Context: an optimization exercise on an open-source flow, tuned for a short achievable clock period and few clock cycles per item. The choices shown serve that exercise and are no tape-out recipe.
RTL that was checked went through simulation tests only; none was proved equivalent to the original.
Power and IR drop assume default switching activity.

==> trial 2 <==
Design cpu_top, start of the top module:
module cpu_top
(
    input  logic        clk,
    input  logic        reset,
    input  logic [15:0] mem_rdata,
    output logic [15:0] mem_addr,
    output logic        mem_we,
    output logic [15:0] mem_wdata,
    output logic        halted
);
clock: 8.0 ns
lec_check: 0
cap_margin: 20
core_margin: 2
core_utilization: 40
setup_slack_margin: 5
slew_margin: 20
synth_hierarchical: 1
run.sh (not shown) runs the stock make flow with config.mk's settings and CLKGATE_MAP_FILE= SYNTH_SCRIPT=/design/flow/synth_recipe.tcl, a recipe that flattens the netlist after the stock synthesis.
==> trial 17: changes against trial 2 <==
--- a/flow/design.v
+++ b/flow/design.v
@@ -36,14 +36,13 @@
     output logic [15:0] mem_wdata,
     output logic        halted
 );
     logic [15:0] regs [8];
     logic        z;
     logic [15:0] ma;       
-    logic [15:0] mar;      
-    logic        first;    
+    logic [15:0] man;      
     logic [15:0] mai;
     logic        we;
     logic [15:0] wd;
     logic        ir_v;
     logic [2:0]  ir_rx;
     logic [15:0] ir_pc;    
@@ -180,13 +179,13 @@
     assign ovsel   = x1 && (c_ld || c_st) && c_ovl;
     assign stale_i2 = c_st && c_ovl && (opa == ovl_a);
     assign d_rd    = decode(mem_rdata);
     assign d_ib    = decode(ib);
     assign d_ov    = decode(ovl_w);
     assign nd      = dcyc ? d_ib : (ovsel ? d_ov : d_rd);
-    assign mai     = mar & {16{!first}};
+    assign mai     = ~man;
     assign ma1     = mai + 16'd1;
     assign ma2     = mai + 16'd2;
     assign la      = dcyc ? ra : mai;
     assign la1     = dcyc ? ra1 : ma1;
     assign la2     = dcyc ? ra2 : ma2;
     assign z_next  = (x1 && (c_alu || c_cmp)) ? z_new : z;
@@ -206,13 +205,17 @@
     assign hit_ma  = (seq1 && hit1_r) || (seq2 && hit2_r) || (seq3 && hit3_r) || (seq4 && hit4_r);
     assign xd_ma   = seq1 ? xd1_r : (seq2 ? xd2_r : (seq3 ? xd3_r : xd4_r));
     assign n_hit   = dcyc ? ra_hit : hit_ma;
     assign n_xd    = dcyc ? ra_xd : xd_ma;
     assign n_idx   = mai[XC_B-1:0];
     function automatic logic xc_hit(input logic [15:0] adr);
-        xc_hit = xc_v[adr[XC_B-1:0]] && (xc_t[adr[XC_B-1:0]] == adr[15:XC_B]);
+        logic h;
+        h = 1'b0;
+        for (int k = 0; k < XC_N; k++)
+            h = h | (xc_v[k] && adr[XC_B-1:0] == XC_B'(k) && xc_t[k] == adr[15:XC_B]);
+        xc_hit = h;
     endfunction
     assign idx1    = la1[XC_B-1:0];
     assign idx2    = la2[XC_B-1:0];
     assign hit1    = dcyc ? xc_hit(ra1) : xc_hit(ma1);
     assign hit2    = dcyc ? xc_hit(ra2) : xc_hit(ma2);
     assign idx3    = n_xd[XC_B-1:0];
@@ -313,13 +316,13 @@
         end
     end
     always_ff @(posedge clk or posedge reset) begin
         if (reset) begin
             z     <= 1'b0;
             ma    <= 16'h0000;
-            first <= 1'b1;
+            man   <= ~16'h0000;
             seq1  <= 1'b0;
             seq2  <= 1'b0;
             seq3  <= 1'b0;
             seq4  <= 1'b0;
             hit1_r <= 1'b0;
             hit2_r <= 1'b0;
@@ -332,13 +335,13 @@
             run   <= 1'b1;
             xc_v  <= '0;
         end else begin
             if (x1 && (c_alu || c_cmp))
                 z <= z_new;
             ma   <= ma_d;
-            first <= 1'b0;
+            man  <= ~ma_d;
             seq1 <= taken ? ((sel_j && !n_hit) || (!sel_j && s1_nj)) : (!sel_j && s1_nj);
             seq2 <= taken ? (!sel_j && s2_nj) : (sel_j || s2_nj);
             seq3 <= taken ? ((sel_j && n_hit) || (!sel_j && s3_nj)) : (!sel_j && s3_nj);
             seq4 <= !lseq && !dcyc && !c_ldi && c_jmp;
             hit1_r <= hit1 && !xc_upd(idx1);
             hit2_r <= hit2 && !xc_upd(idx2);
@@ -394,13 +397,12 @@
             zs_ff   <= nd.zff;
             zs_one  <= nd.zone;
             zs_and  <= nd.zand;
             zs_or   <= nd.zor;
             zs_add  <= nd.zadd;
         end
-        mar   <= ma_d;
         xd1_r <= xc_d[idx1];
         xd2_r <= xc_d[idx2];
         xd3_r <= xc_d[idx3];
         xd4_r <= xc_d[idx4];
         if (x1 && (c_ld || c_st)) begin
             ib    <= mem_rdata;
==> run summary <==
Trial 2 completed with no timing, DRC or antenna violations. Trial 17 passed the timing, design-rule and antenna checks. Between trial 2 and trial 17, the lower worst hold slack is in trial 17 (gap 0.013 ns). Global-route usage: trial 17 is higher than trial 2 (4.7 points). Clock-buffer cell count: trial 17 is lower than trial 2 (20). In trial 17 the synthesized cell count is larger than in trial 2, by 14%. Between trial 2 and trial 17, the lower worst setup slack is in trial 17 (gap 0.055 ns). Of trial 2 and trial 17, trial 2 has the higher register-to-register slack (gap 0.06 ns). Against trial 17, the non-clock buffer count of trial 2 is lower by 218. In trial 17 the critical path depth is lower than in trial 2, by 5. Against trial 17, the final area of trial 2 is lower by 7.0%.
Function was not checked in any run of this note: the RTL went through the layout flow alone.

==> zinc <==
==> flow/design.v <==
`timescale 1ns/100ps
module ks_add16
(
    input  logic [15:0] x,
    input  logic [15:0] y,
    output logic [15:0] s
);
    always_comb begin
        logic [15:0] g, p, gg, pp, ng, np;
        g  = x & y;
        p  = x ^ y;
        gg = g;
        pp = p;
        for (int l = 0; l < 4; l++) begin
            ng = gg;
            np = pp;
            for (int i = 0; i < 16; i++) begin
                if (i >= (1 << l)) begin
                    ng[i] = gg[i] | (pp[i] & gg[i - (1 << l)]);
                    np[i] = pp[i] & pp[i - (1 << l)];
                end
            end
            gg = ng;
            pp = np;
        end
        s = p ^ {gg[14:1], ~(~x[0] | ~y[0]), 1'b0};
    end
endmodule
module cpu_top
(
    input  logic        clk,
    input  logic        reset,
    input  logic [15:0] mem_rdata,
    output logic [15:0] mem_addr,
    output logic        mem_we,
    output logic [15:0] mem_wdata,
    output logic        halted
);
    logic [15:0] regs [8];
    logic        z;
    logic [15:0] ma;       
    logic [15:0] man;      
    logic [15:0] mai;
    logic        we;
    logic [15:0] wd;
    logic        ir_v;
    logic [2:0]  ir_rx;
    logic [15:0] ir_pc;    
    logic [15:0] opa;      
    logic [15:0] opb;      
    logic [15:0] opx;      
    logic [15:0] opy;      
    logic [15:0] imm;      
    logic        c_alu;    
    logic        c_cmp;
    logic        c_mov;
    logic        c_ldi;    
    logic        c_ldic;   
    logic        c_jmp;    
    logic        c_ld;
    logic        c_st;
    logic        f_add;     
    logic        f_sub;     
    logic        f_oth;     
    logic        f_not;
    logic        f_and;
    logic        f_or;
    logic        zs_eq;     
    logic        zs_ff;     
    logic        zs_one;    
    logic        zs_and;
    logic        zs_or;
    logic        zs_add;
    logic        dcyc;
    logic [15:0] ib;        
    logic [15:0] ra;        
    logic [15:0] ra1;       
    logic [15:0] ra2;       
    logic        stale;     
    logic        hlt;       
    logic        run;       
    typedef struct packed {
        logic       halt;
        logic [2:0] rx;
        logic [2:0] ry;
        logic       alu, cmp, mov, ldi, jmp, jz, jnz, ld, st;
        logic       arith, useb, inc, dec, sub, fnot, fand, f_or;
        logic       zeq, zff, zone, zand, zor, zadd;
    } dec_t;
    function automatic dec_t decode(input logic [15:0] w);
        dec_t d;
        logic [5:0] op;
        op = w[15:10];
        d = '0;
        d.rx   = w[9:7];
        d.ry   = w[6:4];
        d.halt = (op == 6'd0);
        d.alu  = (op == 6'd4) || (op == 6'd5) || (op == 6'd6) ||
                 (op == 6'd7) || (op == 6'd8)  || (op == 6'd9) ||
                 (op == 6'd10) || (op == 6'd12);
        d.cmp  = (op == 6'd16);
        d.mov  = (op == 6'd32);
        d.ldi  = (op == 6'd35);
        d.jmp  = (op == 6'd23);
        d.jz   = (op == 6'd24);
        d.jnz  = (op == 6'd25);
        d.ld   = (op == 6'd33);
        d.st   = (op == 6'd37);
        d.arith = (op == 6'd5) || (op == 6'd6) || (op == 6'd10) ||
                  (op == 6'd12) || (op == 6'd16);
        d.useb  = (op == 6'd10) || (op == 6'd12) || (op == 6'd16);
        d.inc   = (op == 6'd5);
        d.dec   = (op == 6'd6);
        d.sub   = (op == 6'd12) || (op == 6'd16);
        d.fnot  = (op == 6'd4);
        d.fand  = (op == 6'd7);
        d.f_or  = (op == 6'd8);
        d.zeq   = (op == 6'd12) || (op == 6'd16) || (op == 6'd9);
        d.zff   = (op == 6'd4) || (op == 6'd5);
        d.zone  = (op == 6'd6);
        d.zand  = (op == 6'd7);
        d.zor   = (op == 6'd8);
        d.zadd  = (op == 6'd10);
        decode = d;
    endfunction
    logic [15:0] sum, logic_res, other_res, alu_res;
    logic        z_new;
    ks_add16 u_add (
        .x (opx),
        .y (opy),
        .s (sum)
    );
    always_comb begin
        if (f_not)      logic_res = ~opa;
        else if (f_and) logic_res = opa & opb;
        else if (f_or)  logic_res = opa | opb;
        else            logic_res = opa ^ opb;
    end
    assign other_res = c_mov ? opb : (c_ldic ? imm : logic_res);
    assign alu_res   = ({16{f_add}} & sum) | ({16{f_sub}} & ~sum) | ({16{f_oth}} & other_res);
    assign z_new = (zs_eq  && (opa == opb)) ||
                   (zs_ff  && (opa == 16'hffff)) ||
                   (zs_one && (opa == 16'h0001)) ||
                   (zs_and && ((opa & opb) == 16'h0000)) ||
                   (zs_or  && ((opa | opb) == 16'h0000)) ||
                   (zs_add && ((opa ^ opb) == {opa[14:0] | opb[14:0], 1'b0}));
    localparam int XC_N = 8;
    localparam int XC_B = 3;
    logic [15:0]        xc_d [XC_N];
    logic [15-XC_B:0]   xc_t [XC_N];
    logic [XC_N-1:0]    xc_v;
    logic x1;           
    logic one_cyc;      
    logic load_rd;      
    logic load_ib;      
    logic load;
    dec_t nd;
    dec_t d_rd, d_ib;
    logic [15:0] la;    
    logic [15:0] ma1, ma2, la1, la2;
    logic        z_next;
    logic        n_jcc, n_hit;
    logic [15:0] n_xd;
    logic [XC_B-1:0] n_idx;
    assign x1      = ir_v && !dcyc;
    assign one_cyc = !(c_ldi || c_jmp || c_ld || c_st);
    assign load_rd = !dcyc && (!ir_v || one_cyc);
    assign load_ib = dcyc && !(c_st && stale);
    assign load    = load_rd || load_ib;
    assign d_rd    = decode(mem_rdata);
    assign d_ib    = decode(ib);
    assign nd      = dcyc ? d_ib : d_rd;
    assign mai     = ~man;
    assign ma1     = mai + 16'd1;
    assign ma2     = mai + 16'd2;
    assign la      = dcyc ? ra : mai;
    assign la1     = dcyc ? ra1 : ma1;
    assign la2     = dcyc ? ra2 : ma2;
    assign z_next  = (x1 && (c_alu || c_cmp)) ? z_new : z;
    logic        hit1_r, hit2_r;      
    logic [15:0] xd1_r, xd2_r;
    logic        seq1, seq2;          
    logic        hit_ma;
    logic [15:0] xd_ma;
    logic        ra_hit;
    logic [15:0] ra_xd;
    logic        hit1, hit2;
    logic [XC_B-1:0] idx1, idx2;
    logic [XC_B-1:0] upd_idx;         
    logic        upd;
    assign hit_ma  = (seq1 && hit1_r) || (seq2 && hit2_r);
    assign xd_ma   = seq1 ? xd1_r : xd2_r;
    assign n_hit   = dcyc ? ra_hit : hit_ma;
    assign n_xd    = dcyc ? ra_xd : xd_ma;
    assign n_idx   = mai[XC_B-1:0];
    assign idx1    = la1[XC_B-1:0];
    assign idx2    = la2[XC_B-1:0];
    assign hit1    = xc_v[idx1] && (xc_t[idx1] == la1[15:XC_B]);
    assign hit2    = xc_v[idx2] && (xc_t[idx2] == la2[15:XC_B]);
    assign upd     = x1 && (c_ldi || c_jmp || c_st);
    assign upd_idx = c_st ? opa[XC_B-1:0] - 1'b1 : ir_pc[XC_B-1:0];
    assign n_jcc   = nd.jz || nd.jnz;
    logic        wr_alu;
    logic        wr_mem;
    logic        wb_v;
    logic [2:0]  wb_rx;
    logic [15:0] wb_d;
    assign wr_alu = x1 && (c_alu || c_mov || c_ldic);
    assign wr_mem = (x1 && c_ldi) || (dcyc && c_ld);
    always_ff @(posedge clk or posedge reset) begin
        if (reset) begin
            for (int i = 0; i < 8; i++) regs[i] <= 16'd0;
            wb_v <= 1'b0;
        end else begin
            for (int i = 0; i < 8; i++) begin
                if (wr_mem && ir_rx == 3'(i))
                    regs[i] <= mem_rdata;
                else if (wb_v && wb_rx == 3'(i))
                    regs[i] <= wb_d;
            end
            wb_v <= wr_alu;
        end
    end
    always_ff @(posedge clk) begin
        wb_rx <= ir_rx;
        wb_d  <= alu_res;
    end
    logic [15:0] rd_a, rd_b, rf_a, rf_b;
    logic        fa_alu, fa_mem, fb_alu, fb_mem;
    assign fa_alu = wr_alu && ir_rx == d_rd.rx;
    assign fb_alu = wr_alu && ir_rx == d_rd.ry;
    assign fa_mem = dcyc && c_ld && ir_rx == d_ib.rx;
    assign fb_mem = dcyc && c_ld && ir_rx == d_ib.ry;
    assign rf_a = dcyc ? ((wb_v && wb_rx == d_ib.rx) ? wb_d : regs[d_ib.rx])
                       : ((wb_v && wb_rx == d_rd.rx) ? wb_d : regs[d_rd.rx]);
    assign rf_b = dcyc ? ((wb_v && wb_rx == d_ib.ry) ? wb_d : regs[d_ib.ry])
                       : ((wb_v && wb_rx == d_rd.ry) ? wb_d : regs[d_rd.ry]);
    assign rd_a = fa_alu ? alu_res : (fa_mem ? mem_rdata : rf_a);
    assign rd_b = fb_alu ? alu_res : (fb_mem ? mem_rdata : rf_b);
    logic [15:0] ma_j;      
    logic [15:0] ma_nj;     
    logic        s1_nj;     
    logic        s2_nj;     
    assign s1_nj = load ? !(nd.jmp && n_hit) && !(nd.ldi && n_hit) : (!dcyc && c_ldi);
    assign s2_nj = load && !(nd.jmp && n_hit) && (nd.ldi && n_hit);
    logic        sel_j;
    logic        taken;
    logic [15:0] ma_jt;
    logic [15:0] ma_t, ma_n;
    logic [15:0] ma_d;
    assign sel_j = load && n_jcc;
    assign taken = z_next ^ nd.jnz;
    assign ma_jt = n_hit ? n_xd : la1;
    assign ma_t  = sel_j ? ma_jt : ma_nj;
    assign ma_n  = sel_j ? la2 : ma_nj;
    assign ma_d  = taken ? ma_t : ma_n;
    always_comb begin
        if (load) begin
            if (nd.jmp && n_hit)
                ma_nj = n_xd;
            else if (nd.ldi && n_hit)
                ma_nj = la2;
            else
                ma_nj = la1;
        end else if (dcyc) begin
            ma_nj = ra;
        end else if (c_ldi) begin
            ma_nj = ma1;
        end else if (c_jmp) begin
            ma_nj = mem_rdata;
        end else if (c_ld) begin
            ma_nj = opb;
        end else begin
            ma_nj = opa;
        end
    end
    always_ff @(posedge clk or posedge reset) begin
        if (reset) begin
            z     <= 1'b0;
            ma    <= 16'h0000;
            man   <= ~16'h0000;
            seq1  <= 1'b0;
            seq2  <= 1'b0;
            hit1_r <= 1'b0;
            hit2_r <= 1'b0;
            we    <= 1'b0;
            ir_v  <= 1'b0;
            dcyc  <= 1'b0;
            hlt   <= 1'b0;
            run   <= 1'b1;
            xc_v  <= '0;
        end else begin
            if (x1 && (c_alu || c_cmp))
                z <= z_new;
            ma   <= ma_d;
            man  <= ~ma_d;
            seq1 <= taken ? ((sel_j && !n_hit) || (!sel_j && s1_nj)) : (!sel_j && s1_nj);
            seq2 <= taken ? (!sel_j && s2_nj) : (sel_j || s2_nj);
            hit1_r <= hit1 && !(upd && upd_idx == idx1);
            hit2_r <= hit2 && !(upd && upd_idx == idx2);
            we   <= x1 && c_st && run;
            dcyc <= x1 && (c_ld || c_st);
            if (load) begin
                ir_v <= taken ? !nd.halt && !((nd.jmp || n_jcc) && n_hit)
                              : !nd.halt && !n_jcc && !(nd.jmp && n_hit);
                if (nd.halt) begin
                    hlt <= 1'b1;
                    run <= 1'b0;
                end
            end else begin
                ir_v <= 1'b0;
            end
            if (x1 && (c_ldi || c_jmp))
                xc_v[ir_pc[XC_B-1:0]] <= 1'b1;
            if (x1 && c_st)
                xc_v[opa[XC_B-1:0] - 1'b1] <= 1'b0;
        end
    end
    always_ff @(posedge clk) begin
        if (load) begin
            ir_rx   <= nd.rx;
            c_ld    <= nd.ld;
            c_st    <= nd.st;
        end
        begin
            ir_pc   <= la;
            opa     <= rd_a;
            opb     <= rd_b;
            opx     <= rd_a ^ {16{nd.sub}};
            opy     <= nd.useb ? rd_b : {{15{nd.dec}}, nd.dec | nd.inc};
            imm     <= n_xd;
            c_alu   <= nd.alu;
            c_cmp   <= nd.cmp;
            c_mov   <= nd.mov;
            c_ldi   <= nd.ldi && !n_hit;
            c_ldic  <= nd.ldi && n_hit;
            c_jmp   <= nd.jmp || n_jcc;
            f_add   <= nd.arith && !nd.sub;
            f_sub   <= nd.sub;
            f_oth   <= !nd.arith;
            f_not   <= nd.fnot;
            f_and   <= nd.fand;
            f_or    <= nd.f_or;
            zs_eq   <= nd.zeq;
            zs_ff   <= nd.zff;
            zs_one  <= nd.zone;
            zs_and  <= nd.zand;
            zs_or   <= nd.zor;
            zs_add  <= nd.zadd;
        end
        xd1_r <= xc_d[idx1];
        xd2_r <= xc_d[idx2];
        if (x1 && (c_ld || c_st)) begin
            ib    <= mem_rdata;
            ra    <= mai;
            ra1   <= ma1;
            ra2   <= ma2;
            stale <= (opa == mai);
            ra_xd <= xd_ma;
            ra_hit <= hit_ma && !(c_st && upd_idx == n_idx);
        end
        if (x1 && c_st)
            wd <= opb;
        if (x1 && (c_ldi || c_jmp)) begin
            xc_d[ir_pc[XC_B-1:0]] <= mem_rdata;
            xc_t[ir_pc[XC_B-1:0]] <= ir_pc[15:XC_B];
        end
    end
    assign mem_addr  = ma;
    assign mem_we    = we;
    assign mem_wdata = wd;
    assign halted    = hlt;
endmodule
==> flow/run.sh <==
#!/bin/bash
# synth_recipe.tcl (not shown) runs the flow's synth.tcl, then flattens the netlist and writes it again
# the make line also repeats each setting of config.mk as NAME=value (left out here)
make -C /OpenROAD-flow-scripts/flow DESIGN_CONFIG=/design/flow/config.mk WORK_HOME=/design/flow/orfs CLKGATE_MAP_FILE= SYNTH_SCRIPT=/design/flow/synth_recipe.tcl finish
==> flow/config.mk <==
export PLATFORM = sky130hd
export DESIGN_NAME = cpu_top
export DESIGN_NICKNAME = cpu_top
export VERILOG_FILES = /design/flow/design.v
export SDC_FILE = /design/flow/constraint.sdc
export NUM_CORES = 4
export LEC_CHECK = 0
export CAP_MARGIN = 20
export CORE_MARGIN = 2
export CORE_UTILIZATION = 60
export PLACE_DENSITY = 0.75
export SETUP_SLACK_MARGIN = 5
export SLEW_MARGIN = 20
export SYNTH_HIERARCHICAL = 1
==> flow/constraint.sdc <==
create_clock -name core_clock -period 8.0 [get_ports {clk}]
set_input_delay 1.6000 -clock core_clock [delete_from_list [all_inputs] [get_ports {clk}]]
set_output_delay 1.6000 -clock core_clock [all_outputs]
set_load 0.01 [all_outputs]
==> nickel (differences from zinc) <==
==> flow/design.v, changed modules only <==
module cpu_top
(
    input  logic        clk,
    input  logic        reset,
    input  logic [15:0] mem_rdata,
    output logic [15:0] mem_addr,
    output logic        mem_we,
    output logic [15:0] mem_wdata,
    output logic        halted
);
    logic [15:0] regs [8];
    logic        z;
    logic [15:0] ma;       
    logic [15:0] man;      
    logic [15:0] mai;
    logic        we;
    logic [15:0] wd;
    logic        ir_v;
    logic [2:0]  ir_rx;
    logic [15:0] ir_pc;    
    logic [15:0] opa;      
    logic [15:0] opb;      
    logic [15:0] opx;      
    logic [15:0] opy;      
    logic [15:0] imm;      
    logic        c_alu;    
    logic        c_cmp;
    logic        c_mov;
    logic        c_ldi;    
    logic        c_ldic;   
    logic        c_jmp;    
    logic        c_ld;
    logic        c_st;
    logic        c_ovl;    
    logic [15:0] ovl_w;    
    logic [15:0] ovl_a;    
    logic        ld_wr;    
    logic [2:0]  ld_rx;    
    logic        f_add;     
    logic        f_sub;     
    logic        f_oth;     
    logic        f_not;
    logic        f_and;
    logic        f_or;
    logic        zs_eq;     
    logic        zs_ff;     
    logic        zs_one;    
    logic        zs_and;
    logic        zs_or;
    logic        zs_add;
    logic        dcyc;
    logic [15:0] ib;        
    logic [15:0] ra;        
    logic [15:0] ra1;       
    logic [15:0] ra2;       
    logic        stale;     
    logic        hlt;       
    logic        run;       
    typedef struct packed {
        logic       halt;
        logic [2:0] rx;
        logic [2:0] ry;
        logic       alu, cmp, mov, ldi, jmp, jz, jnz, ld, st;
        logic       arith, useb, inc, dec, sub, fnot, fand, f_or;
        logic       zeq, zff, zone, zand, zor, zadd;
        logic       simple;    
    } dec_t;
    function automatic dec_t decode(input logic [15:0] w);
        dec_t d;
        logic [5:0] op;
        op = w[15:10];
        d = '0;
        d.rx   = w[9:7];
        d.ry   = w[6:4];
        d.halt = (op == 6'd0);
        d.alu  = (op == 6'd4) || (op == 6'd5) || (op == 6'd6) ||
                 (op == 6'd7) || (op == 6'd8)  || (op == 6'd9) ||
                 (op == 6'd10) || (op == 6'd12);
        d.cmp  = (op == 6'd16);
        d.mov  = (op == 6'd32);
        d.ldi  = (op == 6'd35);
        d.jmp  = (op == 6'd23);
        d.jz   = (op == 6'd24);
        d.jnz  = (op == 6'd25);
        d.ld   = (op == 6'd33);
        d.st   = (op == 6'd37);
        d.arith = (op == 6'd5) || (op == 6'd6) || (op == 6'd10) ||
                  (op == 6'd12) || (op == 6'd16);
        d.useb  = (op == 6'd10) || (op == 6'd12) || (op == 6'd16);
        d.inc   = (op == 6'd5);
        d.dec   = (op == 6'd6);
        d.sub   = (op == 6'd12) || (op == 6'd16);
        d.fnot  = (op == 6'd4);
        d.fand  = (op == 6'd7);
        d.f_or  = (op == 6'd8);
        d.zeq   = (op == 6'd12) || (op == 6'd16) || (op == 6'd9);
        d.zff   = (op == 6'd4) || (op == 6'd5);
        d.zone  = (op == 6'd6);
        d.zand  = (op == 6'd7);
        d.zor   = (op == 6'd8);
        d.zadd  = (op == 6'd10);
        d.simple = !(d.halt || d.ldi || d.jmp || d.jz || d.jnz || d.ld || d.st);
        decode = d;
    endfunction
    logic [15:0] sum, logic_res, other_res, alu_res;
    logic        z_new;
    ks_add16 u_add (
        .x (opx),
        .y (opy),
        .s (sum)
    );
    always_comb begin
        if (f_not)      logic_res = ~opa;
        else if (f_and) logic_res = opa & opb;
        else if (f_or)  logic_res = opa | opb;
        else            logic_res = opa ^ opb;
    end
    assign other_res = c_mov ? opb : (c_ldic ? imm : logic_res);
    assign alu_res   = ({16{f_add}} & sum) | ({16{f_sub}} & ~sum) | ({16{f_oth}} & other_res);
    assign z_new = (zs_eq  && (opa == opb)) ||
                   (zs_ff  && (opa == 16'hffff)) ||
                   (zs_one && (opa == 16'h0001)) ||
                   (zs_and && ((opa & opb) == 16'h0000)) ||
                   (zs_or  && ((opa | opb) == 16'h0000)) ||
                   (zs_add && ((opa ^ opb) == {opa[14:0] | opb[14:0], 1'b0}));
    localparam int XC_N = 8;
    localparam int XC_B = 3;
    logic [15:0]        xc_d [XC_N];
    logic [15-XC_B:0]   xc_t [XC_N];
    logic [XC_N-1:0]    xc_v;
    logic x1;           
    logic one_cyc;      
    logic load_rd;      
    logic load_ib;      
    logic lseq;         
    logic ovsel;        
    logic stale_i2;     
    dec_t nd;
    dec_t d_rd, d_ib, d_ov, d_nx;
    logic [15:0] la;    
    logic [15:0] ma1, ma2, la1, la2;
    logic        z_next;
    logic        n_jcc, n_hit;
    logic [15:0] n_xd;
    logic [XC_B-1:0] n_idx;
    assign x1      = ir_v;
    assign one_cyc = !(c_ldi || c_jmp || c_ld || c_st);
    assign load_rd = !dcyc && (!ir_v || one_cyc);
    assign load_ib = dcyc && !stale;
    assign lseq    = load_rd || load_ib;
    assign ovsel   = x1 && (c_ld || c_st) && c_ovl;
    assign stale_i2 = c_st && c_ovl && (opa == ovl_a);
    assign d_rd    = decode(mem_rdata);
    assign d_ib    = decode(ib);
    assign d_ov    = decode(ovl_w);
    assign nd      = dcyc ? d_ib : (ovsel ? d_ov : d_rd);
    assign mai     = ~man;
    assign ma1     = mai + 16'd1;
    assign ma2     = mai + 16'd2;
    assign la      = dcyc ? ra : mai;
    assign la1     = dcyc ? ra1 : ma1;
    assign la2     = dcyc ? ra2 : ma2;
    assign z_next  = (x1 && (c_alu || c_cmp)) ? z_new : z;
    logic        hit1_r, hit2_r;      
    logic [15:0] xd1_r, xd2_r;
    logic        seq1, seq2;          
    logic        hit_ma;
    logic [15:0] xd_ma;
    logic        ra_hit;
    logic [15:0] ra_xd;
    logic        hit1, hit2;
    logic [XC_B-1:0] idx1, idx2;
    logic [XC_B-1:0] upd_idx;         
    logic        upd;
    assign hit_ma  = (seq1 && hit1_r) || (seq2 && hit2_r);
    assign xd_ma   = seq1 ? xd1_r : xd2_r;
    assign n_hit   = dcyc ? ra_hit : hit_ma;
    assign n_xd    = dcyc ? ra_xd : xd_ma;
    assign n_idx   = mai[XC_B-1:0];
    assign idx1    = la1[XC_B-1:0];
    assign idx2    = la2[XC_B-1:0];
    assign hit1    = xc_v[idx1] && (xc_t[idx1] == la1[15:XC_B]);
    assign hit2    = xc_v[idx2] && (xc_t[idx2] == la2[15:XC_B]);
    logic        fill, inval;
    logic [XC_B-1:0] fill_idx, inval_idx;
    assign fill      = x1 && (c_ldi || c_jmp || ((c_ld || c_st) && !c_ovl));
    assign fill_idx  = ir_pc[XC_B-1:0];
    assign inval     = x1 && c_st;
    assign inval_idx = opa[XC_B-1:0] - 1'b1;
    function automatic logic xc_upd(input logic [XC_B-1:0] idx);
        xc_upd = (fill && fill_idx == idx) || (inval && inval_idx == idx);
    endfunction
    assign n_jcc   = nd.jz || nd.jnz;
    logic        ovl_ok;
    assign d_nx    = decode(n_xd);
    assign ovl_ok  = (nd.ld || nd.st) && n_hit && d_nx.simple &&
                     !(nd.ld && (d_nx.rx == nd.rx || d_nx.ry == nd.rx));
    logic        wr_alu;
    logic        wr_mem;
    logic        wb_v;
    logic [2:0]  wb_rx;
    logic [15:0] wb_d;
    assign wr_alu = x1 && (c_alu || c_mov || c_ldic);
    assign wr_mem = (x1 && c_ldi) || (dcyc && ld_wr);
    always_ff @(posedge clk or posedge reset) begin
        if (reset) begin
            for (int i = 0; i < 8; i++) regs[i] <= 16'd0;
            wb_v <= 1'b0;
        end else begin
            for (int i = 0; i < 8; i++) begin
                if ((x1 && c_ldi && ir_rx == 3'(i)) || (dcyc && ld_wr && ld_rx == 3'(i)))
                    regs[i] <= mem_rdata;
                else if (wb_v && wb_rx == 3'(i))
                    regs[i] <= wb_d;
            end
            wb_v <= wr_alu;
        end
    end
    always_ff @(posedge clk) begin
        wb_rx <= ir_rx;
        wb_d  <= alu_res;
    end
    logic [15:0] rd_a, rd_b, rf_a, rf_b;
    logic        fa_alu, fa_mem, fb_alu, fb_mem;
    assign fa_alu = wr_alu && (dcyc ? ir_rx == d_ib.rx : ir_rx == d_rd.rx);
    assign fb_alu = wr_alu && (dcyc ? ir_rx == d_ib.ry : ir_rx == d_rd.ry);
    assign fa_mem = dcyc && ld_wr && ld_rx == d_ib.rx;
    assign fb_mem = dcyc && ld_wr && ld_rx == d_ib.ry;
    function automatic logic [15:0] rf_rd(input logic [2:0] r);
        rf_rd = (wb_v && wb_rx == r) ? wb_d : regs[r];
    endfunction
    assign rf_a = dcyc ? rf_rd(d_ib.rx) : (ovsel ? rf_rd(d_ov.rx) : rf_rd(d_rd.rx));
    assign rf_b = dcyc ? rf_rd(d_ib.ry) : (ovsel ? rf_rd(d_ov.ry) : rf_rd(d_rd.ry));
    assign rd_a = fa_alu ? alu_res : (fa_mem ? mem_rdata : rf_a);
    assign rd_b = fb_alu ? alu_res : (fb_mem ? mem_rdata : rf_b);
    logic [15:0] ma_j;      
    logic [15:0] ma_nj;     
    logic        s1_nj;     
    logic        s2_nj;     
    assign s1_nj = lseq ? !(nd.jmp && n_hit) && !(nd.ldi && n_hit) && !ovl_ok : (!dcyc && c_ldi);
    assign s2_nj = lseq && !(nd.jmp && n_hit) && ((nd.ldi && n_hit) || ovl_ok);
    logic        sel_j;
    logic        taken;
    logic [15:0] ma_jt;
    logic [15:0] ma_t, ma_n;
    logic [15:0] ma_d;
    assign sel_j = lseq && n_jcc;
    assign taken = z_next ^ nd.jnz;
    assign ma_jt = n_hit ? n_xd : la1;
    assign ma_t  = sel_j ? ma_jt : ma_nj;
    assign ma_n  = sel_j ? la2 : ma_nj;
    assign ma_d  = taken ? ma_t : ma_n;
    always_comb begin
        if (lseq) begin
            if (nd.jmp && n_hit)
                ma_nj = n_xd;
            else if ((nd.ldi && n_hit) || ovl_ok)
                ma_nj = la2;
            else
                ma_nj = la1;
        end else if (dcyc) begin
            ma_nj = ra;
        end else if (c_ldi) begin
            ma_nj = ma1;
        end else if (c_jmp) begin
            ma_nj = mem_rdata;
        end else if (c_ld) begin
            ma_nj = opb;
        end else begin
            ma_nj = opa;
        end
    end
    always_ff @(posedge clk or posedge reset) begin
        if (reset) begin
            z     <= 1'b0;
            ma    <= 16'h0000;
            man   <= ~16'h0000;
            seq1  <= 1'b0;
            seq2  <= 1'b0;
            hit1_r <= 1'b0;
            hit2_r <= 1'b0;
            we    <= 1'b0;
            ir_v  <= 1'b0;
            dcyc  <= 1'b0;
            hlt   <= 1'b0;
            run   <= 1'b1;
            xc_v  <= '0;
        end else begin
            if (x1 && (c_alu || c_cmp))
                z <= z_new;
            ma   <= ma_d;
            man  <= ~ma_d;
            seq1 <= taken ? ((sel_j && !n_hit) || (!sel_j && s1_nj)) : (!sel_j && s1_nj);
            seq2 <= taken ? (!sel_j && s2_nj) : (sel_j || s2_nj);
            hit1_r <= hit1 && !xc_upd(idx1);
            hit2_r <= hit2 && !xc_upd(idx2);
            we   <= x1 && c_st && run;
            dcyc <= x1 && (c_ld || c_st);
            if (lseq) begin
                ir_v <= taken ? !nd.halt && !((nd.jmp || n_jcc) && n_hit)
                              : !nd.halt && !n_jcc && !(nd.jmp && n_hit);
                if (nd.halt) begin
                    hlt <= 1'b1;
                    run <= 1'b0;
                end
            end else begin
                ir_v <= ovsel && !stale_i2;
            end
            if (fill)
                xc_v[fill_idx] <= 1'b1;
            if (inval)
                xc_v[inval_idx] <= 1'b0;
        end
    end
    always_ff @(posedge clk) begin
        begin
            ir_rx   <= nd.rx;
            c_ld    <= nd.ld;
            c_st    <= nd.st;
            c_ovl   <= ovl_ok;
            ovl_w   <= n_xd;
            ovl_a   <= la1;
            ld_wr   <= x1 && c_ld;
            ld_rx   <= ir_rx;
            ir_pc   <= ovsel ? ovl_a : la;
            opa     <= rd_a;
            opb     <= rd_b;
            opx     <= rd_a ^ {16{nd.sub}};
            opy     <= nd.useb ? rd_b : {{15{nd.dec}}, nd.dec | nd.inc};
            imm     <= n_xd;
            c_alu   <= nd.alu;
            c_cmp   <= nd.cmp;
            c_mov   <= nd.mov;
            c_ldi   <= nd.ldi && !n_hit;
            c_ldic  <= nd.ldi && n_hit;
            c_jmp   <= nd.jmp || n_jcc;
            f_add   <= nd.arith && !nd.sub;
            f_sub   <= nd.sub;
            f_oth   <= !nd.arith;
            f_not   <= nd.fnot;
            f_and   <= nd.fand;
            f_or    <= nd.f_or;
            zs_eq   <= nd.zeq;
            zs_ff   <= nd.zff;
            zs_one  <= nd.zone;
            zs_and  <= nd.zand;
            zs_or   <= nd.zor;
            zs_add  <= nd.zadd;
        end
        xd1_r <= xc_d[idx1];
        xd2_r <= xc_d[idx2];
        if (x1 && (c_ld || c_st)) begin
            ib    <= mem_rdata;
            ra    <= stale_i2 ? ovl_a : mai;
            ra1   <= ma1;
            ra2   <= ma2;
            stale <= c_st && (stale_i2 || opa == mai);
            ra_xd <= xd_ma;
            ra_hit <= hit_ma && !xc_upd(n_idx);
        end
        if (x1 && c_st)
            wd <= opb;
        if (fill) begin
            xc_d[fill_idx] <= mem_rdata;
            xc_t[fill_idx] <= ir_pc[15:XC_B];
        end
    end
    assign mem_addr  = ma;
    assign mem_we    = we;
    assign mem_wdata = wd;
    assign halted    = hlt;
endmodule
CORE_UTILIZATION = 40   (was 60)
PLACE_DENSITY = unset   (was 0.75)
==> run summary <==
Fraction of registers with async set or reset after synthesis: zinc 26.6%; nickel 25.9%
Hold Path Cell Cnt: zinc 1; nickel 0
Share of the yosys chip area belonging to registers: zinc 46.2%; nickel 43.0%
Total Die Area: zinc 0.0658 sq mm; nickel 0.107 sq mm
Met2 routed wirelength: zinc 64000 um; nickel 71100 um
Inverters: zinc 100; nickel 139
Crit share post-route: zinc 39.1%; nickel 44.3%
Count of vias placed by the detailed router: zinc 33933; nickel 37603
Largest stage delay on the critical path: zinc 420 ps; nickel 550 ps
Reported sequential group power: zinc 0.00663 W; nickel 0.00649 W
Worst min-delay path startpoint: zinc run$_DFFE_PP1P_; nickel ir_rx[2]$_DFF_P_
Clock Skews: zinc 50.1 ps; nickel 40.6 ps
Proportion of power drawn by combinational gates: zinc 53.5%; nickel 47.5%
Worst Hold Margin: zinc 488 ps; nickel 471 ps
Outcome: zinc no timing/DRC/antenna violations; nickel no timing/DRC/antenna violations
Non-clock buffers: zinc 325; nickel 338
P_int: zinc 0.0123 W; nickel 0.0108 W
Area of all placed cells without fillers: zinc 0.0463 sq mm; nickel 0.0509 sq mm
Switching part of the total power: zinc 44.4%; nickel 44.3%
Worst flop-to-flop path endpoint: zinc ma[14]$_DFF_PP0_; nickel opx[8]$_DFF_P_
Cells resized by post-CTS repair: zinc 328; nickel 458
Start of the worst register-to-register path: zinc opb[13]$_DFF_P_; nickel opy[0]$_DFF_P_
Yosys cell types: zinc 95; nickel 94
Max-slew headroom at the worst pin: zinc 19.6%; nickel 21.3%
Switching power: zinc 0.00985 W; nickel 0.00855 W
Testbench counts of zinc, summed over its fixed seeds: cycles 28,113, instrs 20,286.
Only the layout flow was run in nickel; the RTL was not checked for function there.

## separate check: timing with driven ports
In the flow no input, the clock included, has a driving cell. The finished layouts below were timed again as built, in two steps.
Step 1 (the two cells are an assumption about what drives the block):
set clk [get_ports {clk}]
set_driving_cell -lib_cell sky130_fd_sc_hd__clkbuf_16 $clk
set_driving_cell -lib_cell sky130_fd_sc_hd__buf_2 [delete_from_list [all_inputs] $clk]
Step 2 also shifts input and output timing later by t, the mid clock arrival at the registers, as if the neighbouring blocks saw the same clock.
Three values: ideal ports, drivers, drivers and shift; two values: the first two.
run | t (ns) | setup WS [ns] | worst register clock-pin slew, ns | worst slew at a driven data input, ns
trial 2 | 0.794 | 4.611 / 4.611 / 3.869 | 0.07 / 0.07 | 0.47
trial 17 | 0.782 | 4.556 / 4.556 / 3.928 | 0.07 / 0.07 | 0.37
zinc | 0.704 | 4.869 / 4.817 / 4.113 | 0.08 / 0.08 | 0.26
nickel | 0.724 | 4.454 / 4.454 / 3.838 | 0.07 / 0.07 | 0.40
After both steps every run listed still meets setup and hold. For zinc, which loses most, drivers alone change the setup slack by -0.052 ns; drivers and shift together by -0.756 ns.
